Source: an optimization exercise on an open RTL-to-GDS flow (aim: small area). Production flows keep margins and buffers that such runs may drop. The RTL was checked by simulation tests, not by an equivalence proof against the original design. Power and IR drop assume default switching activity.

===== design.v =====
package csa_pkg;
	localparam int PKT_BYTES = 188;
	localparam int CW_BYTES = 9;
	localparam int SCRAMBLE_HDR_IDX = 3;
	typedef logic [7:0] byte_t;
	typedef logic [1:0] scram_ctrl_t;
	typedef union packed
	{
		byte_t raw;
		struct packed
		{
			scram_ctrl_t sc;
			logic [1:0] afc;
			logic [3:0] cc;
		} f;
	} ts_hdr3_u;
endpackage
module cw_ctrl_reg
#(
	parameter int CW_BYTES = csa_pkg::CW_BYTES
)
(
	input logic clk,
	input logic rst,
	input logic cw_valid,
	input csa_pkg::byte_t cw_byte,
	output logic cw_first,
	output csa_pkg::scram_ctrl_t scram_ctrl
);
	logic [3:0] cw_idx;
	assign cw_first = cw_valid && (cw_idx == '0);
	always_ff @(posedge clk)
	begin
		if (rst)
			cw_idx <= '0;
		else if (cw_valid)
			cw_idx <= {cw_idx[2:0], !cw_idx[1] && (cw_idx[0] == cw_idx[3])};
	end
	always_ff @(posedge clk)
	begin
		if (rst)
			scram_ctrl <= '0;
		else if (cw_first)
			scram_ctrl <= {cw_byte[1], cw_byte[1] & cw_byte[0]};
	end
endmodule
module ts_pkt_buffer
#(
	parameter int PKT_BYTES = csa_pkg::PKT_BYTES
)
(
	input logic clk,
	input logic shift,
	input csa_pkg::byte_t ts_byte,
	input logic sc_load,
	input csa_pkg::scram_ctrl_t sc,
	output csa_pkg::byte_t head
);
	csa_pkg::byte_t sr [PKT_BYTES];
	always_ff @(posedge clk)
	begin
		if (shift)
		begin
			sr[0] <= ts_byte;
			for (int i = 1; i < PKT_BYTES - 1; i++)
				sr[i] <= sr[i-1];
			sr[PKT_BYTES-1][5:0] <= sr[PKT_BYTES-2][5:0];
			sr[PKT_BYTES-1][7:6] <= sc_load ? sc : sr[PKT_BYTES-2][7:6];
		end
	end
	assign head = sr[PKT_BYTES-1];
endmodule
module ts_readout
#(
	parameter int PKT_BYTES = csa_pkg::PKT_BYTES
)
(
	input logic clk,
	input logic rst,
	input logic ts_valid,
	input csa_pkg::scram_ctrl_t scram_ctrl,
	output logic shift,
	output logic sc_load,
	output logic pkt_valid,
	output logic finish_pkt
);
	localparam logic [8:0] RX_BASE = 9'(512 - (PKT_BYTES + 192));	 
	localparam logic [8:0] BUSY_BASE = RX_BASE + 9'(PKT_BYTES);		 
	logic [8:0] cnt;
	logic busy;
	logic wrap;
	assign busy = cnt[8] && (cnt[7] || cnt[6]);
	assign wrap = &cnt;
	assign pkt_valid = busy && !wrap && (cnt[8:2] != BUSY_BASE[8:2] || (cnt[1] && cnt[0]));
	assign shift = pkt_valid || ts_valid;
	assign sc_load = (cnt == BUSY_BASE + 9'd5) && scram_ctrl[1];
	always_ff @(posedge clk)
	begin
		if (rst)
		begin
			cnt <= RX_BASE;
			finish_pkt <= 1'b0;
		end
		else
		begin
			finish_pkt <= wrap;
			if (ts_valid || busy)
				cnt <= (cnt + 1'b1) | (wrap ? RX_BASE : 9'd0);
		end
	end
endmodule
module frame_out_mux
(
	input logic clk,
	input logic rst,
	input logic pkt_valid,
	input csa_pkg::byte_t pkt_byte,
	input logic cnt_valid,
	input csa_pkg::byte_t cnt_byte,
	input logic pid_valid,
	input csa_pkg::byte_t pid_byte,
	input logic gbe_valid,
	input csa_pkg::byte_t gbe_byte,
	input logic port_valid,
	input csa_pkg::byte_t port_byte,
	input logic cw_valid,
	input csa_pkg::byte_t cw_byte,
	input logic cw_first,
	output logic out_valid,
	output csa_pkg::byte_t out_byte
);
	logic any_valid;
	csa_pkg::byte_t sel_byte;
	csa_pkg::byte_t cw_out;
	assign cw_out = cw_first ? {7'b0, cw_byte[1]} : cw_byte;
	assign any_valid = pkt_valid | cnt_valid | pid_valid | gbe_valid | port_valid
		| cw_valid;
	always_comb
	begin
		if (pkt_valid)
			sel_byte = pkt_byte;
		else if (cnt_valid)
			sel_byte = cnt_byte;
		else if (pid_valid)
			sel_byte = pid_byte;
		else if (gbe_valid)
			sel_byte = gbe_byte;
		else if (port_valid)
			sel_byte = port_byte;
		else
			sel_byte = cw_out;
	end
	always_ff @(posedge clk)
	begin
		if (rst)
			out_valid <= 1'b0;
		else
			out_valid <= any_valid;
	end
	always_ff @(posedge clk)
		out_byte <= sel_byte;
endmodule
module csa_frame_top
#(
	parameter int PKT_BYTES = csa_pkg::PKT_BYTES,
	parameter int CW_BYTES = csa_pkg::CW_BYTES
)
(
	input logic clk,
	input logic rst,
	input logic ts_valid,
	input csa_pkg::byte_t ts_byte,
	input logic cw_valid,
	input csa_pkg::byte_t cw_byte,
	input logic cnt_valid,
	input csa_pkg::byte_t cnt_byte,
	input logic pid_valid,
	input csa_pkg::byte_t pid_byte,
	input logic gbe_valid,
	input csa_pkg::byte_t gbe_byte,
	input logic port_valid,
	input csa_pkg::byte_t port_byte,
	output logic out_valid,
	output csa_pkg::byte_t out_byte,
	output logic finish_pkt
);
	logic shift;
	logic sc_load;
	logic pkt_valid;
	csa_pkg::byte_t pkt_byte;
	logic cw_first;
	csa_pkg::scram_ctrl_t scram_ctrl;
	cw_ctrl_reg #(.CW_BYTES(CW_BYTES)) cw_ctrl_reg_inst
	(
		.clk(clk),
		.rst(rst),
		.cw_valid(cw_valid),
		.cw_byte(cw_byte),
		.cw_first(cw_first),
		.scram_ctrl(scram_ctrl)
	);
	ts_readout #(.PKT_BYTES(PKT_BYTES)) ts_readout_inst
	(
		.clk(clk),
		.rst(rst),
		.ts_valid(ts_valid),
		.scram_ctrl(scram_ctrl),
		.shift(shift),
		.sc_load(sc_load),
		.pkt_valid(pkt_valid),
		.finish_pkt(finish_pkt)
	);
	ts_pkt_buffer #(.PKT_BYTES(PKT_BYTES)) ts_pkt_buffer_inst
	(
		.clk(clk),
		.shift(shift),
		.ts_byte(ts_byte),
		.sc_load(sc_load),
		.sc(scram_ctrl),
		.head(pkt_byte)
	);
	frame_out_mux frame_out_mux_inst
	(
		.clk(clk),
		.rst(rst),
		.pkt_valid(pkt_valid),
		.pkt_byte(pkt_byte),
		.cnt_valid(cnt_valid),
		.cnt_byte(cnt_byte),
		.pid_valid(pid_valid),
		.pid_byte(pid_byte),
		.gbe_valid(gbe_valid),
		.gbe_byte(gbe_byte),
		.port_valid(port_valid),
		.port_byte(port_byte),
		.cw_valid(cw_valid),
		.cw_byte(cw_byte),
		.cw_first(cw_first),
		.out_valid(out_valid),
		.out_byte(out_byte)
	);
endmodule

===== flow/run.sh =====
#!/bin/bash
# The standard ORFS layout (standard.sh) with three changes:
#  - synthesis maps the combinational logic with an area-oriented ABC
#    script (flow/abc_area.script); everything else in the synthesis,
#    including flip-flop mapping, flattening and renaming, is the standard flow's own
#  - port buffers use the smallest buffer cell
#  - CTS builds full leaf clusters of clkbuf_8 without dummy loads
# Each tool's output stays in orfs/logs; make's own output goes to
# standard.log.
set -uo pipefail
WORK=$PWD
FLOWDIR=$WORK/flow

# synth.tcl from ORFS, with the ABC call pointed at our script
sed 's|^\(\s*\)log_cmd abc {\*}$abc_args|\1lset abc_args 1 $::env(MY_ABC_SCRIPT)\n\1log_cmd abc {*}$abc_args|' \
	"$FLOW_HOME/scripts/synth.tcl" > "$WORK/my_synth.tcl"
grep -q 'MY_ABC_SCRIPT' "$WORK/my_synth.tcl" || { echo "could not patch synth.tcl"; exit 1; }
sed "s|source \$::env(SCRIPTS_DIR)/synth.tcl|source $WORK/my_synth.tcl|" \
	"$WORK/synth_recipe.tcl" > "$WORK/my_synth_recipe.tcl"
grep -q "my_synth.tcl" "$WORK/my_synth_recipe.tcl" || { echo "could not patch synth_recipe.tcl"; exit 1; }
sed "s|SYNTH_SCRIPT=[^ ]*|SYNTH_SCRIPT=$WORK/my_synth_recipe.tcl|" \
	"$WORK/standard.sh" > "$WORK/my_standard.sh"
grep -q "my_synth_recipe.tcl" "$WORK/my_standard.sh" || { echo "could not patch standard.sh"; exit 1; }

export MY_ABC_SCRIPT=$FLOWDIR/abc_area.script
export BUFFER_PORTS_ARGS="-buffer_cell sky130_fd_sc_hd__buf_1"
export CTS_ARGS="-sink_clustering_enable -repair_clock_nets -dont_use_dummy_load -buf_list sky130_fd_sc_hd__clkbuf_8 -sink_clustering_size 21 -sink_clustering_max_diameter 100"
bash "$WORK/my_standard.sh" > "$WORK/standard.log" 2>&1

===== flow/abc_area.script =====
strash
dc2
dch
amap
strash
dc2
dch
amap
strash
dch
amap
topo
stime -c

===== standard.sh =====
#!/bin/bash
# synth_recipe.tcl (not shown) runs the flow's synth.tcl, then flattens the netlist and writes it again
# the make line also repeats each setting of config.mk as NAME=value (left out here)
make -C /OpenROAD-flow-scripts/flow DESIGN_CONFIG=/design/flow/config.mk WORK_HOME=/design/flow/orfs CLKGATE_MAP_FILE= SYNTH_SCRIPT=/design/flow/synth_recipe.tcl "${@:-finish}"

===== config.mk =====
export PLATFORM = sky130hd
export DESIGN_NAME = csa_frame_top
export DESIGN_NICKNAME = csa_frame_top
export VERILOG_FILES = /design/flow/design.v
export SDC_FILE = /design/flow/constraint.sdc
export NUM_CORES = 4
export LEC_CHECK = 0
export CAP_MARGIN = 20
export CORE_MARGIN = 2
export CORE_UTILIZATION = 70
export PLACE_DENSITY = 0.7
export SLEW_MARGIN = 20

===== constraint.sdc =====
create_clock -name core_clock -period 5.0 [get_ports {clk}]
set_input_delay 1.0000 -clock core_clock [delete_from_list [all_inputs] [get_ports {clk}]]
set_output_delay 1.0000 -clock core_clock [all_outputs]
set_load 0.01 [all_outputs]

==> impl_metrics.json, run 1 <==
{
  "slew_viol_final": 0,
  "finalSetupTns_ps": 0,
  "synth_cell_types": 24,
  "path_class": "flop to flop",
  "hold_slack_ps": 408.6,
  "initial_core_util_pct": 70.59,
  "drt-initial-drc-count": 1567,
  "hold_violations": 0,
  "vias_per_cell": 5.605,
  "cts_tree": "done",
  "end_kind": "flop",
  "syn_nets": 1721,
  "clockBufferDepth": 3,
  "seq_area_frac_synth_pct": 98.39,
  "crit_chain": "ha_4 -> clkinv_2 -> nor3_2 -> ha_2 -> clkinv_2 -> o311ai_4 -> clkinv_2 -> or2_4 -> buf_4",
  "coreArea_um2": 65750,
  "cp_data_arrival_time_ps": 3550,
  "clk_pin_slew_ps": 120,
  "nets": 1895,
  "tightest_slew_ps": 914.3,
  "synth_area_um2": 46410,
  "cts-root-buf": "clkbuf_8",
  "ir_drop_mv": 0.2941,
  "timing.critical_path.mode_cell": "clkinv_2",
  "crit_start": "ts_readout_inst.cnt[1]$_SDFFE_PP0P_",
  "grt-ovfl-total": 0,
  "post_cts_buffers": 0,
  "hold_buffers": 0,
  "yosysWarnings": 5,
  "place_congestion": 0.7754,
  "die_w_um": 261.5,
  "h-tree-depth": 3,
  "fillers": 3389,
  "most-common-layout-cells": "1504 x edfxtp_1, 82 x clkbuf_8, 65 x buf_1, 24 x dfxtp_1, 16 x buf_12",
  "crit_fanout": 72,
  "first_global_vias": 13960,
  "cp_slowest_stage_delay_ps": 790,
  "hold_depth": 0,
  "numPortBuffers": 65,
  "rrSetupSlack_ps": 1770,
  "dieArea_um2": 68380,
  "clock_sinks": 1529,
  "postRouteAntennaNets": 0,
  "numCtsBuffers": 82,
  "rsz0062_at_grt": "false",
  "status": "finished clean",
  "post_cts_resized": 0,
  "synth_seq_cells": 1529,
  "dr.pass1.iters": 5,
  "p_total_mw": 20.95,
  "mostFrequentLayoutCell": "edfxtp_1",
  "clkLatencyLatePin_ps": 700,
  "synth.avg_cell_area_um2": 27.93,
  "worstHoldStart": "ts_pkt_buffer_inst.sr[99][4]$_DFFE_PP_",
  "detail_route.wl_per_cell_um": 18.13,
  "drive_gt1_share_pct": 6.325,
  "fin_skew_ps": 38.61,
  "max-slew-margin-rel_pct": 39.05,
  "cap_violations": 0,
  "fp-row-count": 94,
  "vias": 15130,
  "dp_hpwl_mm": 21.85,
  "die_y_um": 261.5,
  "cp_slowest_cell": "buf_4",
  "area_growth_pct": 6.225,
  "syn_inst": 1662,
  "required_ps": 5310,
  "num_io_pins": 66,
  "startpoint_type": "flop",
  "antenna_found_initial": 1,
  "grt.total_usage_pct": 14.09,
  "holdCritPathClass": "flop to flop",
  "post-route-min-period_ps": 3233,
  "routed_wl_mm": 48.94,
  "reg2reg_from": "ts_readout_inst.cnt[1]$_SDFFE_PP0P_",
  "final_util_pct": 74.99,
  "grt_max_degree": 177,
  "drc": 0,
  "max_freq_ghz": 0.3094,
  "rr_worst_depth": 9,
  "p_per_area_nw_per_um2": 425.0,
  "power.leakage_nw": 16.19,
  "setup_viol": 0,
  "grt_pass1_wl_mm": 74.82,
  "fin_crit_sh_pct": 64.65
}
==> cell usage after synthesis <==
| library cell | number | area [um2] |
|---|---|---|
| a221oi_1 | 1 | 8.760 |
| nor2b_1 | 10 | 62.56 |
| edfxtp_1 | 1504 | 45160 |
| o32a_1 | 8 | 80.08 |
| a31oi_1 | 1 | 6.260 |
| dfxtp_1 | 25 | 500.5 |
| nand3_1 | 10 | 50.05 |
| and2_0 | 1 | 6.260 |
| o21ai_0 | 7 | 35.03 |
| a221o_1 | 1 | 10.01 |
| nand4_1 | 1 | 6.260 |
| nand2_1 | 15 | 56.30 |
| nor2_1 | 15 | 56.30 |
| o21a_1 | 1 | 7.510 |
| or2_0 | 2 | 12.51 |
| o311ai_0 | 1 | 8.760 |
| and3_1 | 1 | 6.260 |
| a311oi_1 | 8 | 70.07 |
| nor3_1 | 8 | 40.04 |
| o22ai_1 | 10 | 62.56 |
| a211oi_1 | 1 | 7.510 |
| ha_1 | 3 | 37.54 |
| a21oi_1 | 10 | 50.05 |
| clkinv_1 | 18 | 67.56 |
==> power by group <==
part           total [mW]  internal (mW)  switching (mW)
clock                4.66           1.49            3.17
combinational       0.448         0.0829           0.366
sequential           15.8           15.5           0.340
total                21.0           17.1            3.88
==> logic make-up (layout without fill, tap and decap cells) <==
family,after synthesis,after routing,share of synthesized area (%)
AO/OA/AOI/OAI,49,49,0.7468
adder cells (fa/ha/maj),3,3,0.08088
buffers and inverters,18,190,0.1456
flip-flops,1529,1529,98.39
other,0,1,0
AND/OR/NAND/NOR,63,63,0.6389
==> critical path: cells and delay by family (launching register included) <==
kind / cells / cell delay (ps)
AOI/OAI and AO/OA: 1 / 180
adders and majority gates: 2 / 360
buffers and inverters: 4 / 1090
DFF: 1 / 360
and+or+nand+nor: 2 / 770
==> per-layer routing <==
layer  track usage (%)  routed length, um
met1             24.83              26080
met5                 0                  0
met2             18.07              19690
met3             2.962               1905
met4             4.498               1265
==> layout make-up <==
cell class	instances	area [um2]	share of cell area [%]
repair buffers	90	631.9	1.282
inverters	18	71.32	0.1447
well taps	864	1081	2.193
clock buffers	82	1129	2.289
flip-flops and latches	1529	45670	92.62
diodes	1	2.502	0.005076
multi-input cells	115	720.7	1.462
==> state kept, by name (all words and copies together) (netlist names) <==
signal / count
ts_readout_inst.finish_pkt: 1
frame_out_mux_inst.out_byte: 8
ts_pkt_buffer_inst.sr: 1504
ts_readout_inst.cnt: 9
cw_ctrl_reg_inst.cw_idx: 4
cw_ctrl_reg_inst.scram_ctrl: 2
frame_out_mux_inst.out_valid: 1
==> per-stage QoR <==
stage          cell area, um2  worst slack (ps)  cells
6_report                49300              1767   2699
4_1_cts                 49300              1720   2698
2_1_floorplan           46460             -7424   1662
3_3_place_gp            48170              1820   2616
5_1_grt                 49300              1532   2699
3_5_place_dp            48170              1719   2616
==> path summary, 6_finish.rpt <==
| kind | endpoint |
|---|---|
| hold reg to reg | ts_pkt_buffer_inst.sr[100][4]$_DFFE_PP_ |
| hold / removal | ts_pkt_buffer_inst.sr[100][4]$_DFFE_PP_ |
| setup reg to reg | ts_pkt_buffer_inst.sr[118][0]$_DFFE_PP_ |
| setup / recovery | ts_pkt_buffer_inst.sr[118][0]$_DFFE_PP_ |
==> inputs of run 2 (changes only) <==
--- a/config.mk
+++ b/config.mk
@@ -8,5 +8,4 @@
 export CAP_MARGIN = 20
 export CORE_MARGIN = 2
 export CORE_UTILIZATION = 70
-export PLACE_DENSITY = 0.7
 export SLEW_MARGIN = 20
==> impl_metrics.json, run 2 <==
{
  "synth_flop_cell": "edfxtp_1",
  "drc": 0,
  "clkLatencyLatePin_ps": 710,
  "mostFrequentLayoutCell": "edfxtp_1",
  "most-common-layout-cells": "1504 x edfxtp_1, 82 x clkbuf_8, 65 x buf_1, 24 x dfxtp_1",
  "finish.instance_area_um2": 49140,
  "nets": 1884,
  "area_growth_pct": 5.885,
  "vias_per_cell": 5.601,
  "crit_fanout": 76,
  "ys_top_cells_by_count": "1504 x edfxtp_1, 25 x dfxtp_1, 18 x clkinv_1",
  "syn_inst": 1662,
  "yosys.cell_count.top_type": "edfxtp_1",
  "synth_area_um2": 46410,
  "die_y_um": 261.5,
  "synth_top_cell_by_area": "edfxtp_1",
  "max-slew-margin-rel_pct": 34.79,
  "cap_violations": 0,
  "numCtsBuffers": 82,
  "crit_chain": "ha_4 -> clkinv_2 -> nor3_2 -> ha_2 -> clkinv_2 -> o311ai_4 -> clkinv_2 -> or2_4 -> buf_12 -> buf_4",
  "regArea_um2": 45670,
  "slew_viol_final": 0,
  "hold_violations": 0,
  "first_global_vias": 14120,
  "setup_viol": 0,
  "cts_tree": "done",
  "reg_top3": "ts_pkt_buffer_inst.sr x1504, ts_readout_inst.cnt x9, frame_out_mux_inst.out_byte x8",
  "clockBufferDepth": 3,
  "synth_cell_types": 24,
  "synthTopCellsByArea": "edfxtp_1 97%, dfxtp_1 1.1%, o32a_1 0.17%",
  "synth_edf_count": 1504,
  "multi_input_area_um2": 720.7,
  "cpLargestDelayFamily": "buffers and inverters",
  "numPortBuffers": 65,
  "finalSetupTns_ps": 0,
  "cp_slowest_cell": "or2_4",
  "postRouteAntennaNets": 0,
  "coreArea_um2": 65750,
  "ir_drop_mv": 0.3070,
  "cp_slowest_stage_delay_ps": 780,
  "yosysTopAreaCellShare_pct": 97.31,
  "largest_reg_flops": 1504,
  "hold_slack_ps": 386.4,
  "seq_area_frac_synth_pct": 98.39,
  "num_io_pins": 66,
  "required_ps": 5330,
  "clock_sinks": 1529,
  "place_congestion": 0.7426,
  "antenna_found_initial": 1,
  "dp_hpwl_mm": 21.29,
  "grt-ovfl-total": 0,
  "holdCritPathClass": "flop to flop",
  "clk_pin_slew_ps": 110,
  "vias": 15060,
  "drt-initial-drc-count": 1409,
  "grt_max_degree": 192,
  "synth.avg_cell_area_um2": 27.93,
  "drive_gt1_share_pct": 5.760,
  "fin_skew_ps": 57.18,
  "timing.critical_path.mode_cell": "clkinv_2",
  "routed_wl_mm": 49.24,
  "post-route-min-period_ps": 3308,
  "hold_buffers": 0,
  "detail_route.wl_per_cell_um": 18.32,
  "final_util_pct": 74.75,
  "grt_pass1_wl_mm": 75.73,
  "top_register": "ts_pkt_buffer_inst.sr",
  "dr.pass1.iters": 5,
  "initial_core_util_pct": 70.59,
  "post_cts_resized": 0,
  "grt.total_usage_pct": 14.25,
  "fillers": 3454,
  "synth_seq_cells": 1529,
  "startpoint_type": "flop",
  "h-tree-depth": 3,
  "fin_crit_sh_pct": 66.16,
  "fp-row-count": 94,
  "rsz0062_at_grt": "false",
  "p_per_area_nw_per_um2": 426.5,
  "rrSetupSlack_ps": 1690,
  "max_freq_ghz": 0.3023,
  "power.leakage_nw": 16.11,
  "cts-root-buf": "clkbuf_8",
  "die_w_um": 261.5,
  "cp_num_buf_inv": 5,
  "cp_data_arrival_time_ps": 3640,
  "path_class": "flop to flop",
  "tightest_slew_ps": 978.2,
  "syn_nets": 1721,
  "yosysWarnings": 5,
  "post_cts_buffers": 0,
  "async_flop_share_pct": 0,
  "dieArea_um2": 68380,
  "status": "finished clean",
  "end_kind": "flop",
  "placed_cell_area_um2": 48010
}
## run 2: changes by cell type in the layout (fill, tap and decap cells not counted), sizes merged
cell  change
buf      -11
## run 2: area by class of cell
class,count,area share [%]
antenna,1,0.005092
clock buffer,82,2.297
inverter,18,0.1451
multi-input combinational,115,1.467
sequential,1529,92.92
tap,864,2.200
timing repair buffer,79,0.9649
## run 2: where the power goes
group	switching [mW]	internal, mW	total (mW)
Sequential	0.339	15.5	15.8
Combinational	0.363	0.0651	0.428
Clock	3.20	1.49	4.69
Total	3.90	17.1	21.0
## run 2: worst paths after layout
check / startpoint / to / cells after the start
setup reg to reg: ts_readout_inst.cnt[0]$_SDFFE_PP0P_ / ts_pkt_buffer_inst.sr[54][2]$_DFFE_PP_ / 10
setup / recovery: ts_readout_inst.cnt[0]$_SDFFE_PP0P_ / ts_pkt_buffer_inst.sr[54][2]$_DFFE_PP_ / 10
hold / removal: ts_pkt_buffer_inst.sr[128][4]$_DFFE_PP_ / ts_pkt_buffer_inst.sr[129][4]$_DFFE_PP_ / 0
hold reg to reg: ts_pkt_buffer_inst.sr[128][4]$_DFFE_PP_ / ts_pkt_buffer_inst.sr[129][4]$_DFFE_PP_ / 0
## run 2: metal layers
layer | global-route usage, % | routed length (um) | vias to the layer above
met3 | 3.039 | 1962 | 80
li1 | - | - | 6945
met4 | 4.577 | 1210 | 0
met2 | 18.30 | 19980 | 261
met1 | 25.00 | 26090 | 7770
met5 | 0 | 0 | -
## run 2: metrics by stage
step,std cells,setup WS (ps),total power [mW]
finish,2688,1692,20.96
global route,2688,1409,21.79
CTS,2687,1649,21.27
global placement,2605,1727,16.52
detailed placement,2605,1641,16.55
floorplan,1662,-7424,16.58
## run 2: kinds of logic after synthesis
logic type | count (synthesis) | synth area share (%)
AOI/OAI and AO/OA | 49 | 0.7468
and+or+nand+nor | 63 | 0.6389
adders and majority gates | 3 | 0.08088
DFF | 1529 | 98.39
buffers and inverters | 18 | 0.1456
==> inputs of run 3 (changes only) <==
--- a/config.mk
+++ b/config.mk
@@ -5,7 +5,7 @@
 export SDC_FILE = /design/flow/constraint.sdc
 export NUM_CORES = 4
 export LEC_CHECK = 0
-export CAP_MARGIN = 20
+export CAP_MARGIN = 5
 export CORE_MARGIN = 2
-export CORE_UTILIZATION = 70
-export SLEW_MARGIN = 20
+export CORE_UTILIZATION = 60
+export SLEW_MARGIN = 5
==> impl_metrics.json, run 3 <==
{
  "coreArea_um2": 76200,
  "grt_max_degree": 110,
  "crit_chain": "ha_4 -> clkinv_2 -> nor3_2 -> ha_2 -> clkinv_2 -> o311ai_4 -> clkinv_2 -> or2_4 -> buf_12 -> buf_12",
  "fin_skew_ps": 40.51,
  "end_kind": "flop",
  "p_per_area_nw_per_um2": 424.4,
  "place_congestion": 0.7470,
  "cpLargestDelayFamily": "buffers and inverters",
  "yosysWarnings": 5,
  "cap_violations": 0,
  "ys_top_cells_by_count": "1504 x edfxtp_1, 25 x dfxtp_1, 18 x clkinv_1",
  "clockBufferDepth": 3,
  "yosys.cell_count.top_type": "edfxtp_1",
  "fp-row-count": 101,
  "detail_route.wl_per_cell_um": 17.87,
  "ir_drop_mv": 0.2665,
  "max_freq_ghz": 0.3096,
  "cp_num_buf_inv": 5,
  "synth_area_um2": 46410,
  "finalSetupTns_ps": 0,
  "syn_nets": 1721,
  "setup_viol": 0,
  "synth_cell_types": 24,
  "slew_viol_final": 0,
  "yosysTopAreaCellShare_pct": 97.31,
  "num_io_pins": 66,
  "dieArea_um2": 79590,
  "clkLatencyLatePin_ps": 700,
  "cp_data_arrival_time_ps": 3560,
  "area_growth_pct": 6.769,
  "post_cts_buffers": 0,
  "pre_cts_ws_ps": 1749,
  "die_w_um": 282.1,
  "routed_wl_mm": 51.30,
  "status": "finished clean",
  "grt.total_usage_pct": 12.60,
  "clk_pin_slew_ps": 120,
  "postRouteAntennaNets": 0,
  "power.leakage_nw": 16.22,
  "dp_hpwl_mm": 23.18,
  "cp_slowest_cell": "or2_4",
  "synth_flop_cell": "edfxtp_1",
  "syn_inst": 1662,
  "vias": 15280,
  "hold_violations": 0,
  "die_y_um": 282.1,
  "crit_fanout": 93,
  "synth_seq_cells": 1529,
  "most-common-layout-cells": "1504 x edfxtp_1, 82 x clkbuf_8, 65 x buf_1, 24 x dfxtp_1, 16 x buf_12",
  "timing.critical_path.mode_cell": "clkinv_2",
  "drc": 0,
  "rrSetupSlack_ps": 1770,
  "drt-initial-drc-count": 1388,
  "largest_reg_flops": 1504,
  "startpoint_type": "flop",
  "vias_per_cell": 5.320,
  "rsz0062_at_grt": "false",
  "reg_top3": "ts_pkt_buffer_inst.sr x1504, ts_readout_inst.cnt x9, frame_out_mux_inst.out_byte x8",
  "grt-ovfl-total": 0,
  "fin_crit_sh_pct": 64.60,
  "seq_area_frac_synth_pct": 98.39,
  "setup_ws_ps": 1770,
  "synthTopCellsByArea": "edfxtp_1 97%, dfxtp_1 1.1%, o32a_1 0.17%",
  "first_global_vias": 14460,
  "top_register": "ts_pkt_buffer_inst.sr",
  "cts_tree": "done",
  "post-route-min-period_ps": 3230,
  "synth_top_cell_by_area": "edfxtp_1",
  "cts-root-buf": "clkbuf_8",
  "cp_slowest_stage_delay_ps": 810,
  "synth_edf_count": 1504,
  "async_flop_share_pct": 0,
  "tightest_slew_ps": 1016,
  "clock_sinks": 1529,
  "h-tree-depth": 3,
  "initial_core_util_pct": 60.91,
  "grt_pass1_wl_mm": 78.56,
  "numCtsBuffers": 82,
  "synth.avg_cell_area_um2": 27.93,
  "post_cts_resized": 0,
  "max-slew-margin-rel_pct": 32.27,
  "path_class": "flop to flop",
  "nets": 1901,
  "dr.pass1.iters": 4,
  "drive_gt1_share_pct": 6.630,
  "hold_buffers": 0,
  "required_ps": 5330,
  "antenna_found_initial": 1,
  "finish.instance_area_um2": 49550,
  "placed_cell_area_um2": 48420,
  "holdCritPathClass": "flop to flop",
  "numPortBuffers": 65,
  "mostFrequentLayoutCell": "edfxtp_1"
}
==> run 3: worst reg2reg max path: cells and delay by family, from the launching register on <==
family                     cells  cell delay [ps]
DFF                            1              370
buffers and inverters          5             1100
and+or+nand+nor                2              850
adders and majority gates      2              340
AOI/OAI and AO/OA              1              170
==> run 3: cell families after synthesis <==
| kind of cell | count (synthesis) | synth area share (%) |
|---|---|---|
| buf+inv | 18 | 0.1456 |
| flops | 1529 | 98.39 |
| compound gates | 49 | 0.7468 |
| fa+ha+maj | 3 | 0.08088 |
| simple gates | 63 | 0.6389 |
==> run 3: per-stage QoR <==
step                      instances  power (mW)  hold slack, ps  utilization [%]
after floorplan                1662       16.58           400.3                -
after CTS                      2870       21.36           388.5            65.03
after global routing           2871       21.87           407.7            65.03
final                          2871       21.03           411.2            65.03
after detailed placement       2788       16.58           404.5            63.55
after global placement         2788       16.55           400.6            63.55
==> run 3: layout make-up <==
cell class / instances / area [um2]
Sequential cell: 1529 / 45670
Fill cell: 4859 / 26650
Tap cell: 1030 / 1289
Clock buffer: 82 / 1129
Multi-Input combinational cell: 115 / 720.7
Timing Repair Buffer: 96 / 676.9
Inverter: 18 / 71.32
Antenna cell: 1 / 2.502
==> run 3: layer usage <==
| layer | vias to the layer above | wire (um) | GRT usage [%] |
|---|---|---|---|
| met3 | 100 | 1909 | 2.635 |
| met4 | 0 | 1480 | 4.501 |
| met1 | 7954 | 27290 | 21.05 |
| li1 | 6978 | - | - |
| met2 | 243 | 20620 | 16.70 |
| met5 | - | 0 | 0 |
==> run 3: final timing paths <==
check                                    startpoint  cells past startpoint                                endpoint
max             ts_readout_inst.cnt[0]$_SDFFE_PP0P_                     10  ts_pkt_buffer_inst.sr[50][4]$_DFFE_PP_
min          ts_pkt_buffer_inst.sr[11][6]$_DFFE_PP_                      0  ts_pkt_buffer_inst.sr[12][6]$_DFFE_PP_
max reg2reg     ts_readout_inst.cnt[0]$_SDFFE_PP0P_                     10  ts_pkt_buffer_inst.sr[50][4]$_DFFE_PP_
min reg2reg  ts_pkt_buffer_inst.sr[11][6]$_DFFE_PP_                      0  ts_pkt_buffer_inst.sr[12][6]$_DFFE_PP_
==> run 3: power breakdown <==
group / switching (mW) / internal, mW / leakage, nW
clock network: 3.24 / 1.49 / 0.590
logic: 0.374 / 0.0876 / 0.529
registers: 0.340 / 15.5 / 15.1
total: 3.96 / 17.1 / 16.2
==> inputs of run 4 (changes only) <==
--- a/flow/run.sh
+++ b/flow/run.sh
@@ -24,5 +24,5 @@
 
 export MY_ABC_SCRIPT=$FLOWDIR/abc_area.script
 export BUFFER_PORTS_ARGS="-buffer_cell sky130_fd_sc_hd__buf_1"
-export CTS_ARGS="-sink_clustering_enable -repair_clock_nets -dont_use_dummy_load -buf_list sky130_fd_sc_hd__clkbuf_8 -sink_clustering_size 21 -sink_clustering_max_diameter 100"
+export CTS_ARGS="-sink_clustering_enable -repair_clock_nets -dont_use_dummy_load -buf_list {sky130_fd_sc_hd__clkbuf_4 sky130_fd_sc_hd__clkbuf_8} -sink_clustering_buffer sky130_fd_sc_hd__clkbuf_8 -sink_clustering_size 21 -sink_clustering_max_diameter 100"
 bash "$WORK/my_standard.sh" > "$WORK/standard.log" 2>&1
--- a/config.mk
+++ b/config.mk
@@ -5,7 +5,7 @@
 export SDC_FILE = /design/flow/constraint.sdc
 export NUM_CORES = 4
 export LEC_CHECK = 0
-export CAP_MARGIN = 5
+export CAP_MARGIN = 20
 export CORE_MARGIN = 2
 export CORE_UTILIZATION = 60
-export SLEW_MARGIN = 5
+export SLEW_MARGIN = 20
==> impl_metrics.json, run 4 <==
{
  "crit_fanout": 93,
  "synth_area_um2": 46410,
  "clockBufferDepth": 3,
  "reg_top3": "ts_pkt_buffer_inst.sr x1504, ts_readout_inst.cnt x9, frame_out_mux_inst.out_byte x8",
  "finalSetupTns_ps": 0,
  "placedCellCount": 2788,
  "mostFrequentLayoutCell": "edfxtp_1",
  "post_cts_resized": 0,
  "yosys.cell_count.top_type": "edfxtp_1",
  "p_total_mw": 21.03,
  "max-slew-margin-rel_pct": 32.27,
  "cts_tree": "done",
  "hold_slack_ps": 411.2,
  "detail_route.wl_per_cell_um": 17.87,
  "final_util_pct": 65.03,
  "setup_viol": 0,
  "top_register": "ts_pkt_buffer_inst.sr",
  "power.leakage_nw": 16.22,
  "max_freq_ghz": 0.3096,
  "die_y_um": 282.1,
  "rsz0062_at_grt": "false",
  "cp_data_arrival_time_ps": 3560,
  "dp_hpwl_mm": 23.18,
  "fin_skew_ps": 40.51,
  "first_global_vias": 14460,
  "finish.instance_area_um2": 49550,
  "post_cts_buffers": 0,
  "initial_core_util_pct": 60.91,
  "slew_viol_final": 0,
  "die_w_um": 282.1,
  "end_kind": "flop",
  "synth_cell_types": 24,
  "post-route-min-period_ps": 3230,
  "yosysTopAreaCellShare_pct": 97.31,
  "fp-row-count": 101,
  "drc": 0,
  "place_congestion": 0.7470,
  "clkLatencyLatePin_ps": 700,
  "grt-ovfl-total": 0,
  "clk_pin_slew_ps": 120,
  "ir_drop_mv": 0.2665,
  "grt_pass1_wl_mm": 78.56,
  "synth_flop_cell": "edfxtp_1",
  "vias_per_cell": 5.320,
  "seq_area_frac_synth_pct": 98.39,
  "tightest_slew_ps": 1016,
  "fin_crit_sh_pct": 64.60,
  "vias": 15280,
  "num_io_pins": 66,
  "hold_buffers": 0,
  "syn_nets": 1721,
  "routed_wl_mm": 51.30,
  "antenna_found_initial": 1,
  "hold_violations": 0,
  "startpoint_type": "flop",
  "layout.cells.non_filler": 2871,
  "placed_cell_area_um2": 48420,
  "ys_top_cells_by_count": "1504 x edfxtp_1, 25 x dfxtp_1, 18 x clkinv_1",
  "most-common-layout-cells": "1504 x edfxtp_1, 82 x clkbuf_8, 65 x buf_1, 24 x dfxtp_1, 16 x buf_12",
  "synth.avg_cell_area_um2": 27.93,
  "async_flop_share_pct": 0,
  "postRouteAntennaNets": 0,
  "h-tree-depth": 3,
  "coreArea_um2": 76200,
  "drive_gt1_share_pct": 6.630,
  "cts-root-buf": "clkbuf_8",
  "synth_seq_cells": 1529,
  "status": "finished clean",
  "dieArea_um2": 79590,
  "area_growth_pct": 6.769,
  "path_class": "flop to flop",
  "nets": 1901,
  "numPortBuffers": 65,
  "syn_inst": 1662,
  "synth_top_cell_by_area": "edfxtp_1",
  "holdCritPathClass": "flop to flop",
  "largest_reg_flops": 1504,
  "yosysWarnings": 5,
  "setup_ws_ps": 1770,
  "p_per_area_nw_per_um2": 424.4,
  "clock_sinks": 1529,
  "cap_violations": 0,
  "dr.pass1.iters": 4,
  "synth_edf_count": 1504,
  "synthTopCellsByArea": "edfxtp_1 97%, dfxtp_1 1.1%, o32a_1 0.17%",
  "required_ps": 5330,
  "numCtsBuffers": 82,
  "grt.total_usage_pct": 12.60,
  "pre_cts_ws_ps": 1749,
  "grt_max_degree": 110,
  "drt-initial-drc-count": 1388
}
==> run 4: layout make-up <==
type / instances / area [um2]
tap: 1030 / 1289
clock buffer: 82 / 1129
multi-input combinational: 115 / 720.7
sequential: 1529 / 45670
fill: 4859 / 26650
antenna: 1 / 2.502
timing repair buffer: 96 / 676.9
inverter: 18 / 71.32
==> run 4: logic make-up (layout without fill, tap and decap cells) <==
logic type	count (synthesis)	count (layout)	synth area share (%)
AOI/OAI and AO/OA	49	49	0.7468
adders and majority gates	3	3	0.08088
buffers and inverters	18	196	0.1456
and+or+nand+nor	63	63	0.6389
other	0	1	0
DFF	1529	1529	98.39
==> run 4: power by group <==
| part | leakage [nW] | internal [mW] | switching, mW |
|---|---|---|---|
| clock network | 0.590 | 1.49 | 3.24 |
| logic | 0.529 | 0.0876 | 0.374 |
| registers | 15.1 | 15.5 | 0.340 |
==> run 4: routing by layer <==
layer  vias up  part of all wire, %  wire length [um]  GRT usage [%]
li1       6978                    -                 -              -
met1      7954                   53             27290          21.05
met2       243                   40             20620          16.70
met3       100                  3.7              1909          2.635
met4         0                  2.9              1480          4.501
met5         -                    0                 0              0
==> run 4: final timing paths <==
path,to,cells past startpoint,slack [ps],start
setup / recovery,ts_pkt_buffer_inst.sr[50][4]$_DFFE_PP_,10,1770,ts_readout_inst.cnt[0]$_SDFFE_PP0P_
hold reg to reg,ts_pkt_buffer_inst.sr[12][6]$_DFFE_PP_,0,410,ts_pkt_buffer_inst.sr[11][6]$_DFFE_PP_
setup reg to reg,ts_pkt_buffer_inst.sr[50][4]$_DFFE_PP_,10,1770,ts_readout_inst.cnt[0]$_SDFFE_PP0P_
hold / removal,ts_pkt_buffer_inst.sr[12][6]$_DFFE_PP_,0,410,ts_pkt_buffer_inst.sr[11][6]$_DFFE_PP_
==> run 4: worst max-delay path: stages (launching register included) <==
cell and delay (ps):
dfxtp_2 370, ha_4 170, clkinv_2 50, nor3_2 40, ha_2 170, clkinv_2 70, o311ai_4 170, clkinv_2 170
or2_4 810, buf_12 350, buf_12 410
==> inputs of run 5 (changes only) <==
--- a/flow/run.sh
+++ b/flow/run.sh
@@ -24,5 +24,5 @@
 
 export MY_ABC_SCRIPT=$FLOWDIR/abc_area.script
 export BUFFER_PORTS_ARGS="-buffer_cell sky130_fd_sc_hd__buf_1"
-export CTS_ARGS="-sink_clustering_enable -repair_clock_nets -dont_use_dummy_load -buf_list {sky130_fd_sc_hd__clkbuf_4 sky130_fd_sc_hd__clkbuf_8} -sink_clustering_buffer sky130_fd_sc_hd__clkbuf_8 -sink_clustering_size 21 -sink_clustering_max_diameter 100"
+export CTS_ARGS="-sink_clustering_enable -repair_clock_nets -dont_use_dummy_load -buf_list sky130_fd_sc_hd__clkbuf_8 -sink_clustering_size 21 -distance_between_buffers 1000 -branching_point_buffers_distance 1000 -sink_clustering_max_diameter 100"
 bash "$WORK/my_standard.sh" > "$WORK/standard.log" 2>&1
--- a/config.mk
+++ b/config.mk
@@ -7,5 +7,5 @@
 export LEC_CHECK = 0
 export CAP_MARGIN = 20
 export CORE_MARGIN = 2
-export CORE_UTILIZATION = 60
+export CORE_UTILIZATION = 70
 export SLEW_MARGIN = 20
==> impl_metrics.json, run 5 <==
{
  "switching_share_pct": 18.60,
  "muxShareOfSynthArea_pct": 0,
  "clkLatencyLatePin_ps": 710,
  "cpLargestDelayFamily": "buffers and inverters",
  "routed_wl_mm": 49.24,
  "seqPwrFrac_pct": 75.6,
  "cp_slowest_stage_delay_ps": 780,
  "vias": 15060,
  "die_w_um": 261.5,
  "syn_nets": 1721,
  "hold_violations": 0,
  "cap_violations": 0,
  "met2_usage_pct": 18.30,
  "pre_cts_ws_ps": 1641,
  "cp_slowest_cell": "or2_4",
  "rr_worst_depth": 10,
  "grtUsageMet1_pct": 25.00,
  "reg_top3": "ts_pkt_buffer_inst.sr x1504, ts_readout_inst.cnt x9, frame_out_mux_inst.out_byte x8",
  "first_global_vias": 14120,
  "finalSetupTns_ps": 0,
  "cts_tree": "done",
  "clock_sinks": 1529,
  "ir_drop_mv": 0.3070,
  "rsz0062_at_grt": "false",
  "yosys.cell_count.top_type": "edfxtp_1",
  "path_class": "flop to flop",
  "top_register": "ts_pkt_buffer_inst.sr",
  "tightest_slew_ps": 978.2,
  "grt.total_usage_pct": 14.25,
  "h-tree-depth": 3,
  "holdCritPathClass": "flop to flop",
  "pwr-share-comb_pct": 2.0,
  "initial_core_util_pct": 70.59,
  "gr-usage-met3_pct": 3.039,
  "seq_area_frac_synth_pct": 98.39,
  "most-common-layout-cells": "1504 x edfxtp_1, 82 x clkbuf_8, 65 x buf_1, 24 x dfxtp_1",
  "nets": 1884,
  "intPower_mw": 17.06,
  "timing.critical_path.mode_cell": "clkinv_2",
  "synth-xor-area-share_pct": 0,
  "cts-root-buf": "clkbuf_8",
  "synth_cell_types": 24,
  "mostFrequentLayoutCell": "edfxtp_1",
  "vias_per_cell": 5.601,
  "setup_viol": 0,
  "clock_power_share_pct": 22.4,
  "drc": 0,
  "synth_fa_ha_area_share_pct": 0.08088,
  "syn_inst": 1662,
  "postRouteAntennaNets": 0,
  "synth_seq_cells": 1529,
  "p_sw_mw": 3.899,
  "place_congestion": 0.7426,
  "die_y_um": 261.5,
  "synthTopCellsByArea": "edfxtp_1 97%, dfxtp_1 1.1%, o32a_1 0.17%",
  "numCtsBuffers": 82,
  "grt_max_degree": 192,
  "fin_crit_sh_pct": 66.16,
  "dieArea_um2": 68380,
  "grt_busiest_layer": "met1",
  "crit_fanout": 76,
  "num_io_pins": 66,
  "p_total_mw": 20.96,
  "status": "finished clean",
  "max_freq_ghz": 0.3023,
  "layout.cells.non_filler": 2688,
  "synth_area_um2": 46410,
  "max-slew-margin-rel_pct": 34.79,
  "post_cts_buffers": 0,
  "slew_viol_final": 0,
  "cp_num_buf_inv": 5,
  "startpoint_type": "flop",
  "crit_chain": "ha_4 -> clkinv_2 -> nor3_2 -> ha_2 -> clkinv_2 -> o311ai_4 -> clkinv_2 -> or2_4 -> buf_12 -> buf_4",
  "yosysTopAreaCellShare_pct": 97.31,
  "largest_reg_flops": 1504,
  "detail_route.wl_per_cell_um": 18.32,
  "hold_depth": 0,
  "synth_edf_count": 1504,
  "power.leakage_nw": 16.11,
  "synth_flop_cell": "edfxtp_1",
  "setup_ws_ps": 1692,
  "cp_data_arrival_time_ps": 3640,
  "clockBufferDepth": 3,
  "drt-initial-drc-count": 1409,
  "async_flop_share_pct": 0,
  "clk_pin_slew_ps": 110,
  "dr.pass1.iters": 5,
  "antenna_found_initial": 1,
  "ys_top_cells_by_count": "1504 x edfxtp_1, 25 x dfxtp_1, 18 x clkinv_1",
  "numPortBuffers": 65,
  "grt-ovfl-total": 0,
  "drive_gt1_share_pct": 5.760,
  "synth_top_cell_by_area": "edfxtp_1",
  "synth_compound_area_share_pct": 0.7468,
  "fin_skew_ps": 57.18,
  "post_cts_resized": 0,
  "coreArea_um2": 65750,
  "p_per_area_nw_per_um2": 426.5,
  "grt_pass1_wl_mm": 75.73,
  "yosysWarnings": 5,
  "post-route-min-period_ps": 3308,
  "fp-row-count": 94,
  "crit_cells": 10,
  "synthSimpleGateAreaFrac_pct": 0.6389,
  "placedCellCount": 2605,
  "synth_top_family_by_area": "compound AO/OA/AOI/OAI gates",
  "required_ps": 5330,
  "area_growth_pct": 5.885,
  "synth.avg_cell_area_um2": 27.93,
  "hold_buffers": 0,
  "dp_hpwl_mm": 21.29,
  "end_kind": "flop"
}
[run 5: per-stage QoR]
stage	instance area, um2	hold WS [ps]	utilization (%)
5_1_grt	49140	392.5	74.75
2_1_floorplan	46460	400.3	-
3_5_place_dp	48010	404.5	73.03
3_3_place_gp	48010	400.6	73.03
4_1_cts	49140	382.1	74.74
6_report	49140	386.4	74.75
[run 5: worst paths after layout]
path / from / end / slack [ps]
max: ts_readout_inst.cnt[0]$_SDFFE_PP0P_ / ts_pkt_buffer_inst.sr[54][2]$_DFFE_PP_ / 1690
min: ts_pkt_buffer_inst.sr[128][4]$_DFFE_PP_ / ts_pkt_buffer_inst.sr[129][4]$_DFFE_PP_ / 390
max reg2reg: ts_readout_inst.cnt[0]$_SDFFE_PP0P_ / ts_pkt_buffer_inst.sr[54][2]$_DFFE_PP_ / 1690
min reg2reg: ts_pkt_buffer_inst.sr[128][4]$_DFFE_PP_ / ts_pkt_buffer_inst.sr[129][4]$_DFFE_PP_ / 390
[run 5: final cells by class]
type                    count  area, um2
flip-flops and latches   1529      45670
fillers                  3454      16600
multi-input cells         115      720.7
diodes                      1      2.502
repair buffers             79      474.2
clock buffers              82       1129
well taps                 864       1081
inverters                  18      71.32
[run 5: layer usage]
metal,routed length (um),up-vias
met5,0,-
met4,1210,0
met3,1962,80
met2,19980,261
met1,26090,7770
li1,-,6945
[run 5: kinds of logic (layout without fill, tap and decap cells)]
logic type | count (synthesis) | count (layout)
flops | 1529 | 1529
simple gates | 63 | 63
compound gates | 49 | 49
buf+inv | 18 | 179
fa+ha+maj | 3 | 3
other cells | 0 | 1
[run 5: power groups by stage]
stage	clock, mW	sequential (mW)	combinational [mW]
4_1_cts	4.97	15.9	0.437
5_1_grt	5.35	16.0	0.485
3_3_place_gp	0	16.1	0.420
3_5_place_dp	0	16.1	0.446
6_report	4.69	15.8	0.428
2_1_floorplan	0	16.3	0.288
==> inputs of run 6 (changes only) <==
--- a/design.v
+++ b/design.v
@@ -27,14 +27,22 @@
 	output logic cw_first,
 	output csa_pkg::scram_ctrl_t scram_ctrl
 );
-	logic [3:0] cw_idx;
+	localparam int CW_AW = $clog2(CW_BYTES);
+	logic [CW_AW-1:0] cw_idx;
 	assign cw_first = cw_valid && (cw_idx == '0);
 	always_ff @(posedge clk)
 	begin
 		if (rst)
+		begin
 			cw_idx <= '0;
+		end
 		else if (cw_valid)
-			cw_idx <= {cw_idx[2:0], !cw_idx[1] && (cw_idx[0] == cw_idx[3])};
+		begin
+			if (cw_idx == CW_AW'(CW_BYTES - 1))
+				cw_idx <= '0;
+			else
+				cw_idx <= cw_idx + 1'b1;
+		end
 	end
 	always_ff @(posedge clk)
 	begin
--- a/flow/run.sh
+++ b/flow/run.sh
@@ -24,5 +24,5 @@
 
 export MY_ABC_SCRIPT=$FLOWDIR/abc_area.script
 export BUFFER_PORTS_ARGS="-buffer_cell sky130_fd_sc_hd__buf_1"
-export CTS_ARGS="-sink_clustering_enable -repair_clock_nets -dont_use_dummy_load -buf_list sky130_fd_sc_hd__clkbuf_8 -sink_clustering_size 21 -distance_between_buffers 1000 -branching_point_buffers_distance 1000 -sink_clustering_max_diameter 100"
+export CTS_ARGS="-sink_clustering_enable -repair_clock_nets -dont_use_dummy_load -buf_list sky130_fd_sc_hd__clkbuf_8 -sink_clustering_size 20 -sink_clustering_max_diameter 100"
 bash "$WORK/my_standard.sh" > "$WORK/standard.log" 2>&1
==> flow/abc_area.script (replaced) <==
strash
dch
amap
strash
dch
amap
topo
stime -c
--- a/config.mk
+++ b/config.mk
@@ -7,5 +7,5 @@
 export LEC_CHECK = 0
 export CAP_MARGIN = 20
 export CORE_MARGIN = 2
-export CORE_UTILIZATION = 70
+export CORE_UTILIZATION = 60
 export SLEW_MARGIN = 20
==> impl_metrics.json, run 6 <==
{
  "detail_route.wl_per_cell_um": 17.24,
  "fillers": 4973,
  "final_util_pct": 64.24,
  "yosys.cell_count.top_type": "edfxtp_1",
  "synthTopCellsByArea": "edfxtp_1 97%, dfxtp_1 1.1%, o22ai_1 0.18%",
  "ys_top_cells_by_count": "1504 x edfxtp_1, 25 x dfxtp_1, 21 x clkinv_1, 21 x nor2_1, 14 x a21oi_1",
  "tightest_slew_ps": 990.2,
  "h-tree-depth": 3,
  "wl_met1_mm": 26.94,
  "place_congestion": 0.7010,
  "cpLargestDelayFamily": "buffers and inverters",
  "coreArea_um2": 77080,
  "cp_slowest_stage_delay_ps": 760,
  "grt-ovfl-total": 0,
  "initial_core_util_pct": 60.23,
  "slew_viol_final": 0,
  "clockBufferDepth": 3,
  "max-slew-margin-rel_pct": 33.99,
  "clock_sinks": 1529,
  "placedCellCount": 2796,
  "cts_tree": "done",
  "topRoutingLayerUsed": "met4",
  "required_ps": 5350,
  "post-route-min-period_ps": 3456,
  "mostFrequentLayoutCell": "edfxtp_1",
  "end_kind": "flop",
  "wl_met3_mm": 1.861,
  "post_cts_resized": 0,
  "numCtsBuffers": 86,
  "layout.cells.non_filler": 2883,
  "wl_met2_mm": 19.65,
  "power.leakage_nw": 16.02,
  "largest_reg_flops": 1504,
  "cp_data_arrival_time_ps": 3800,
  "fin_skew_ps": 52.89,
  "path_class": "flop to flop",
  "area_growth_pct": 6.653,
  "max_freq_ghz": 0.2893,
  "cp_num_buf_inv": 4,
  "pwr-share-comb_pct": 1.6,
  "num_io_pins": 66,
  "die_y_um": 282.2,
  "syn_inst": 1667,
  "cap_violations": 0,
  "cp_slowest_cell": "or2_4",
  "clk_pin_slew_ps": 110,
  "seq_area_frac_synth_pct": 98.35,
  "hold_violations": 0,
  "yosysWarnings": 5,
  "startpoint_type": "flop",
  "dieArea_um2": 79630,
  "seqPwrFrac_pct": 74.6,
  "finalSetupTns_ps": 0,
  "dr.pass1.iters": 5,
  "first_global_vias": 14210,
  "drive_gt1_share_pct": 6.406,
  "top_register": "ts_pkt_buffer_inst.sr",
  "die_w_um": 282.2,
  "vias": 15150,
  "synth_seq_cells": 1529,
  "vias_per_cell": 5.255,
  "drc": 0,
  "numPortBuffers": 65,
  "drt-initial-drc-count": 1391,
  "routed_wl_mm": 49.71,
  "clock_power_share_pct": 23.9,
  "rsz0062_at_grt": "false",
  "yosysTopAreaCellShare_pct": 97.27,
  "post_cts_buffers": 0,
  "p_sw_mw": 3.719,
  "cts-root-buf": "clkbuf_8",
  "synth_cell_types": 27,
  "antenna_found_initial": 1,
  "reg_top3": "ts_pkt_buffer_inst.sr x1504, ts_readout_inst.cnt x9, frame_out_mux_inst.out_byte x8",
  "synth_edf_count": 1504,
  "status": "finished clean",
  "switching_share_pct": 18.42,
  "synth_area_um2": 46430,
  "grt_pass1_wl_mm": 77.84,
  "nets": 1905,
  "syn_nets": 1728,
  "grt_max_degree": 203,
  "synth_top_cell_by_area": "edfxtp_1",
  "async_flop_share_pct": 0,
  "synth_flop_cell": "edfxtp_1",
  "crit_chain": "ha_4 -> nand3_2 -> nand3b_1 -> nor3_1 -> ha_2 -> clkinv_2 -> o211ai_1 -> clkinv_2 -> or2_4 -> buf_4 -> buf_4",
  "hold_buffers": 0,
  "p_total_mw": 20.20,
  "postRouteAntennaNets": 0,
  "intPower_mw": 16.48,
  "setup_viol": 0,
  "clkLatencyLatePin_ps": 710,
  "p_per_area_nw_per_um2": 407.8,
  "ir_drop_mv": 0.2720,
  "holdCritPathClass": "flop to flop",
  "crit_fanout": 49,
  "fin_crit_sh_pct": 69.12,
  "dp_hpwl_mm": 20.94,
  "grt.total_usage_pct": 12.38,
  "most-common-layout-cells": "1504 x edfxtp_1, 86 x clkbuf_8, 65 x buf_1, 23 x dfxtp_1, 21 x nor2_1",
  "fp-row-count": 102,
  "synth.avg_cell_area_um2": 27.85
}
==> run 6: metal layers <==
layer	vias up	GRT usage (%)
met5	-	0
met4	0	4.694
met3	89	2.428
met2	200	15.66
met1	7863	21.40
li1	6998	-
==> run 6: cell families (layout without fill, tap and decap cells) <==
group | Yosys count | in the layout | share of synthesized area [%]
DFF | 1529 | 1529 | 98.35
AOI/OAI and AO/OA | 63 | 63 | 0.8758
and+or+nand+nor | 49 | 49 | 0.4716
buffers and inverters | 21 | 196 | 0.1698
adders and majority gates | 5 | 5 | 0.1347
other | 0 | 1 | 0
==> run 6: layout make-up <==
| type | count | area [um2] | area share, % |
|---|---|---|---|
| Timing Repair Buffer | 89 | 574.3 | 1.160 |
| Multi-Input combinational cell | 117 | 710.7 | 1.435 |
| Inverter | 21 | 81.33 | 0.1642 |
| Tap cell | 1040 | 1301 | 2.628 |
| Clock buffer | 86 | 1184 | 2.390 |
| Antenna cell | 1 | 2.502 | 0.005053 |
| Sequential cell | 1529 | 45670 | 92.22 |
==> run 6: path summary, 6_finish.rpt <==
check	from	end	slack, ps	cells past startpoint
setup reg to reg	ts_readout_inst.cnt[0]$_SDFFE_PP0P_	ts_pkt_buffer_inst.sr[58][6]$_DFFE_PP_	1540	11
hold reg to reg	ts_pkt_buffer_inst.sr[5][7]$_DFFE_PP_	ts_pkt_buffer_inst.sr[6][7]$_DFFE_PP_	380	0
hold / removal	ts_pkt_buffer_inst.sr[5][7]$_DFFE_PP_	ts_pkt_buffer_inst.sr[6][7]$_DFFE_PP_	380	0
setup / recovery	ts_readout_inst.cnt[0]$_SDFFE_PP0P_	ts_pkt_buffer_inst.sr[58][6]$_DFFE_PP_	1540	11
==> run 6: power groups by stage <==
stage | clock network [mW] | registers, mW | logic (mW)
detailed placement | 0 | 15.3 | 0.331
CTS | 5.15 | 15.1 | 0.326
floorplan | 0 | 15.5 | 0.201
finish | 4.82 | 15.1 | 0.317
global placement | 0 | 15.3 | 0.312
global route | 5.56 | 15.1 | 0.359
==> run 6: per-stage QoR <==
step | instance area [um2] | setup slack, ps | hold slack, ps
after floorplan | 46460 | -7549 | 400.3
after global placement | 48330 | 1492 | 400.4
after detailed placement | 48330 | 1424 | 404.5
after CTS | 49520 | 1455 | 381.3
after global routing | 49520 | 1247 | 384.5
final | 49520 | 1544 | 382.9
==> inputs of run 7 (changes only) <==
--- a/design.v
+++ b/design.v
@@ -27,22 +27,14 @@
 	output logic cw_first,
 	output csa_pkg::scram_ctrl_t scram_ctrl
 );
-	localparam int CW_AW = $clog2(CW_BYTES);
-	logic [CW_AW-1:0] cw_idx;
+	logic [3:0] cw_idx;
 	assign cw_first = cw_valid && (cw_idx == '0);
 	always_ff @(posedge clk)
 	begin
 		if (rst)
-		begin
 			cw_idx <= '0;
-		end
 		else if (cw_valid)
-		begin
-			if (cw_idx == CW_AW'(CW_BYTES - 1))
-				cw_idx <= '0;
-			else
-				cw_idx <= cw_idx + 1'b1;
-		end
+			cw_idx <= {cw_idx[2:0], !cw_idx[1] && (cw_idx[0] == cw_idx[3])};
 	end
 	always_ff @(posedge clk)
 	begin
@@ -58,25 +50,91 @@
 )
 (
 	input logic clk,
-	input logic shift,
+	input logic rst,
+	input logic ts_valid,
 	input csa_pkg::byte_t ts_byte,
-	input logic sc_load,
+	input logic rd_run,
+	input logic hdr3,
 	input csa_pkg::scram_ctrl_t sc,
 	output csa_pkg::byte_t head
 );
-	csa_pkg::byte_t sr [PKT_BYTES];
-	always_ff @(posedge clk)
-	begin
-		if (shift)
+	localparam int G = 4;
+	localparam int NG = PKT_BYTES / G;
+	localparam int LAST = PKT_BYTES - G;
+	csa_pkg::byte_t ring [PKT_BYTES];
+	csa_pkg::byte_t dly [1:3];
+	logic [3:1] pend;
+	logic [1:0] phi;
+	logic [1:0] phi_next;
+	logic [1:0] tap;
+	logic shift;
+	csa_pkg::byte_t ins;
+	csa_pkg::byte_t tap_byte;
+	csa_pkg::scram_ctrl_t sc_d;
+	always_comb
+	begin
+		if (pend[3])
+			ins = dly[3];
+		else if (pend[2])
+			ins = dly[2];
+		else if (pend[1])
+			ins = dly[1];
+		else
+			ins = ts_byte;
+	end
+	assign shift = (phi == 2'd0) && (ts_valid || (|pend) || rd_run);
+	assign phi_next = shift ? phi : phi + 2'd1;
+	always_ff @(posedge clk)
+	begin
+		ring[0] <= shift ? ins : ring[G-1];
+		for (int g = 1; g < NG; g++)
+			ring[G*g] <= shift ? ring[G*g-1] : ring[G*g+G-1];
+		for (int g = 0; g < NG; g++)
+			for (int j = 1; j < G; j++)
+				ring[G*g+j] <= ring[G*g+j-1];
+	end
+	always_ff @(posedge clk)
+	begin
+		dly[1] <= ts_byte;
+		dly[2] <= dly[1];
+		dly[3] <= dly[2];
+		sc_d <= sc;
+	end
+	always_ff @(posedge clk)
+	begin
+		if (rst)
 		begin
-			sr[0] <= ts_byte;
-			for (int i = 1; i < PKT_BYTES - 1; i++)
-				sr[i] <= sr[i-1];
-			sr[PKT_BYTES-1][5:0] <= sr[PKT_BYTES-2][5:0];
-			sr[PKT_BYTES-1][7:6] <= sc_load ? sc : sr[PKT_BYTES-2][7:6];
+			phi <= '0;
+			pend <= '0;
 		end
-	end
-	assign head = sr[PKT_BYTES-1];
+		else
+		begin
+			phi <= phi_next;
+			pend[1] <= ts_valid && !(shift && !(|pend));
+			pend[2] <= pend[1] && !(shift && !pend[3] && !pend[2]);
+			pend[3] <= pend[2] && !(shift && !pend[3]);
+		end
+	end
+	always_ff @(posedge clk)
+	begin
+		if (!rd_run)
+			tap <= phi_next + 2'd3;
+	end
+	always_comb
+	begin
+		case (tap)
+			2'd0: tap_byte = ring[LAST];
+			2'd1: tap_byte = ring[LAST+1];
+			2'd2: tap_byte = ring[LAST+2];
+			default: tap_byte = ring[LAST+3];
+		endcase
+	end
+	always_comb
+	begin
+		head = tap_byte;
+		if (hdr3 && sc_d[1])
+			head[7:6] = sc_d;
+	end
 endmodule
 module ts_readout
 #(
@@ -86,9 +144,7 @@
 	input logic clk,
 	input logic rst,
 	input logic ts_valid,
-	input csa_pkg::scram_ctrl_t scram_ctrl,
-	output logic shift,
-	output logic sc_load,
+	output logic hdr3,
 	output logic pkt_valid,
 	output logic finish_pkt
 );
@@ -100,8 +156,7 @@
 	assign busy = cnt[8] && (cnt[7] || cnt[6]);
 	assign wrap = &cnt;
 	assign pkt_valid = busy && !wrap && (cnt[8:2] != BUSY_BASE[8:2] || (cnt[1] && cnt[0]));
-	assign shift = pkt_valid || ts_valid;
-	assign sc_load = (cnt == BUSY_BASE + 9'd5) && scram_ctrl[1];
+	assign hdr3 = (cnt == BUSY_BASE + 9'd6);
 	always_ff @(posedge clk)
 	begin
 		if (rst)
@@ -192,8 +247,7 @@
 	output csa_pkg::byte_t out_byte,
 	output logic finish_pkt
 );
-	logic shift;
-	logic sc_load;
+	logic hdr3;
 	logic pkt_valid;
 	csa_pkg::byte_t pkt_byte;
 	logic cw_first;
@@ -212,18 +266,18 @@
 		.clk(clk),
 		.rst(rst),
 		.ts_valid(ts_valid),
-		.scram_ctrl(scram_ctrl),
-		.shift(shift),
-		.sc_load(sc_load),
+		.hdr3(hdr3),
 		.pkt_valid(pkt_valid),
 		.finish_pkt(finish_pkt)
 	);
 	ts_pkt_buffer #(.PKT_BYTES(PKT_BYTES)) ts_pkt_buffer_inst
 	(
 		.clk(clk),
-		.shift(shift),
+		.rst(rst),
+		.ts_valid(ts_valid),
 		.ts_byte(ts_byte),
-		.sc_load(sc_load),
+		.rd_run(pkt_valid),
+		.hdr3(hdr3),
 		.sc(scram_ctrl),
 		.head(pkt_byte)
 	);
--- a/flow/run.sh
+++ b/flow/run.sh
@@ -24,5 +24,5 @@
 
 export MY_ABC_SCRIPT=$FLOWDIR/abc_area.script
 export BUFFER_PORTS_ARGS="-buffer_cell sky130_fd_sc_hd__buf_1"
-export CTS_ARGS="-sink_clustering_enable -repair_clock_nets -dont_use_dummy_load -buf_list sky130_fd_sc_hd__clkbuf_8 -sink_clustering_size 20 -sink_clustering_max_diameter 100"
+export CTS_ARGS="-sink_clustering_enable -repair_clock_nets -dont_use_dummy_load -buf_list sky130_fd_sc_hd__clkbuf_8 -sink_clustering_size 21 -sink_clustering_max_diameter 100"
 bash "$WORK/my_standard.sh" > "$WORK/standard.log" 2>&1
==> flow/abc_area.script (replaced) <==
strash
dc2
dch
amap
strash
dc2
dch
amap
strash
dc2
dch
amap
strash
dch
amap
topo
stime -c
==> impl_metrics.json, run 7 <==
{
  "status": "finished clean",
  "synth_flop_cell": "dfxtp_1",
  "nets": 2364,
  "initial_core_util_pct": 60.67,
  "synth_compound_area_share_pct": 11.15,
  "drt-initial-drc-count": 705,
  "detail_route.wl_per_cell_um": 14.77,
  "dp_hpwl_mm": 23.72,
  "drive_gt1_share_pct": 4.344,
  "mostFrequentLayoutCell": "dfxtp_1",
  "tightest_slew_ps": 962.6,
  "seq_area_frac_synth_pct": 87.54,
  "finish.instance_area_um2": 38300,
  "muxShareOfSynthArea_pct": 0,
  "hold_buffers": 0,
  "synth_top_cell_by_area": "dfxtp_1",
  "cts_tree": "done",
  "hold_violations": 0,
  "synth_cell_types": 31,
  "synthTopCellsByArea": "dfxtp_1 87%, o22a_1 9.2%, o21ai_0 0.45%",
  "synth-xor-area-share_pct": 0,
  "antenna_found_initial": 2,
  "area_growth_pct": 7.152,
  "cts-root-buf": "clkbuf_8",
  "fp-row-count": 89,
  "synth_edf_count": 2,
  "syn_nets": 2206,
  "routed_wl_mm": 45.46,
  "max-slew-margin-rel_pct": 35.83,
  "rsz0062_at_grt": "false",
  "placed_cell_area_um2": 37140,
  "grt-ovfl-total": 0,
  "slew_viol_final": 0,
  "clockBufferDepth": 3,
  "async_flop_share_pct": 0,
  "synth_fa_ha_area_share_pct": 0.1400,
  "grt.total_usage_pct": 15.00,
  "path_class": "flop to flop",
  "coreArea_um2": 58910,
  "synth_seq_cells": 1562,
  "reg_top3": "ts_pkt_buffer_inst.ring x1504, ts_pkt_buffer_inst.dly x24, ts_readout_inst.cnt x9",
  "top_register": "ts_pkt_buffer_inst.ring",
  "synth_top_family_by_area": "compound AO/OA/AOI/OAI gates",
  "post_cts_buffers": 0,
  "clock_sinks": 1562,
  "grt_pass1_wl_mm": 76.47,
  "numCtsBuffers": 84,
  "p_total_mw": 26.41,
  "fin_crit_sh_pct": 74.58,
  "drc": 0,
  "vias_per_cell": 5.033,
  "post-route-min-period_ps": 3729,
  "p_per_area_nw_per_um2": 689.5,
  "dr.pass1.iters": 4,
  "startpoint_type": "flop",
  "yosysTopAreaCellShare_pct": 87.38,
  "holdCritPathClass": "flop to flop",
  "yosys.cell_count.top_type": "dfxtp_1",
  "numPortBuffers": 65,
  "synth_area_um2": 35740,
  "synth.avg_cell_area_um2": 16.66,
  "syn_inst": 2146,
  "end_kind": "flop",
  "ys_top_cells_by_count": "1560 x dfxtp_1, 376 x o22a_1, 34 x nor2_1",
  "die_w_um": 248.1,
  "clk_pin_slew_ps": 120,
  "yosysWarnings": 6,
  "postRouteAntennaNets": 0,
  "vias": 15490,
  "synthSimpleGateAreaFrac_pct": 0.9662,
  "first_global_vias": 15790,
  "setup_viol": 0,
  "num_io_pins": 66,
  "die_y_um": 248.1,
  "grt_max_degree": 191,
  "ir_drop_mv": 0.3974,
  "fin_skew_ps": 44.49,
  "required_ps": 5610,
  "power.leakage_nw": 14.82,
  "h-tree-depth": 3,
  "dieArea_um2": 61540,
  "final_util_pct": 65.01,
  "post_cts_resized": 0,
  "crit_fanout": 130,
  "clkLatencyLatePin_ps": 680,
  "largest_reg_flops": 1504,
  "place_congestion": 0.7320,
  "most-common-layout-cells": "1558 x dfxtp_1, 376 x o22a_1, 84 x clkbuf_8, 65 x buf_1, 34 x nor2_1",
  "cp_data_arrival_time_ps": 4340,
  "cap_violations": 0,
  "max_freq_ghz": 0.2682
}
==> run 7: logic make-up (layout without fill, tap and decap cells) <==
group           Yosys count  after routing
compound gates          480            480
fa+ha+maj                 4              4
flops                  1562           1562
buf+inv                  19            175
other cells               0              2
simple gates             81             81
==> run 7: final timing paths <==
path	startpoint	cells after the start	end	slack [ps]
hold / removal	ts_pkt_buffer_inst.ring[33][3]$_DFF_P_	0	ts_pkt_buffer_inst.ring[34][3]$_DFF_P_	290
hold reg to reg	ts_pkt_buffer_inst.ring[33][3]$_DFF_P_	0	ts_pkt_buffer_inst.ring[34][3]$_DFF_P_	290
setup / recovery	ts_readout_inst.cnt[3]$_SDFFE_PP0P_	8	ts_pkt_buffer_inst.ring[0][5]$_DFF_P_	1270
setup reg to reg	ts_readout_inst.cnt[3]$_SDFFE_PP0P_	8	ts_pkt_buffer_inst.ring[0][5]$_DFF_P_	1270
==> run 7: layout make-up <==
type | count | area (um2)
fill | 4237 | 20610
multi-input combinational | 565 | 4432
inverter | 19 | 86.33
antenna | 2 | 5.005
tap | 773 | 967.2
sequential | 1562 | 31290
timing repair buffer | 72 | 359.1
clock buffer | 84 | 1156
==> run 7: worst max-delay path, stage by stage, from the launching register on <==
cell	delay [ps]
dfxtp_1	360
nor3_1	210
nand3_1	190
o311ai_4	630
clkinv_2	240
o41ai_4	630
buf_12	420
buf_12	520
o22a_1	250
==> run 7: metal layers <==
metal	wire (um)	global-route usage, %
met5	0	0
met4	1024	5.424
met3	2180	3.135
met2	18570	22.23
met1	23680	21.90
==> run 7: stage by stage <==
step	setup slack [ps]	instances	hold slack [ps]	setup TNS (ps)
floorplan	-16610	2146	309.6	-6194470
global placement	1429	2991	309.8	0
detailed placement	1300	2991	312.1	0
CTS	1211	3075	286.3	0
global route	961.8	3076	290.9	0
finish	1271	3077	288.8	0
==> run 7: report_power, final <==
| part | switching [mW] | internal [mW] | total, mW |
|---|---|---|---|
| registers | 1.52 | 17.3 | 18.8 |
| logic | 1.39 | 1.42 | 2.81 |
| clock network | 3.25 | 1.53 | 4.78 |

static timing again, ports no longer ideal:
How much do the figures lean on ideal ports? The routed layouts below were timed once more, with nothing changed but the port constraints. Step 1 sets driving cells, clkbuf_16 on the clock port and buf_2 on the other inputs (assumed; they add their load-dependent delay and slew). Step 2 times the ports against the registers' clock, not the clock port: input delays grow and output delays shrink by t, the midpoint of the rising clock arrivals with the driver on. a / b / c = ideal ports / drivers / drivers and shift; a / b = the first two.
run | shift t [ns] | setup slack, ns | worst register clock-pin slew, ns
run 1 | 0.734 | 1.767 / 1.767 / 1.767 | 0.12 / 0.12
run 2 | 0.740 | 1.692 / 1.692 / 1.692 | 0.12 / 0.12
run 3 | 0.739 | 1.770 / 1.770 / 1.770 | 0.12 / 0.12
run 4 | 0.739 | 1.770 / 1.770 / 1.770 | 0.12 / 0.12
run 5 | 0.740 | 1.692 / 1.692 / 1.692 | 0.12 / 0.12
run 6 | 0.740 | 1.544 / 1.544 / 1.544 | 0.12 / 0.12
run 7 | 0.722 | 1.271 / 1.271 / 1.271 | 0.12 / 0.12
After both steps every run listed still meets setup and hold.
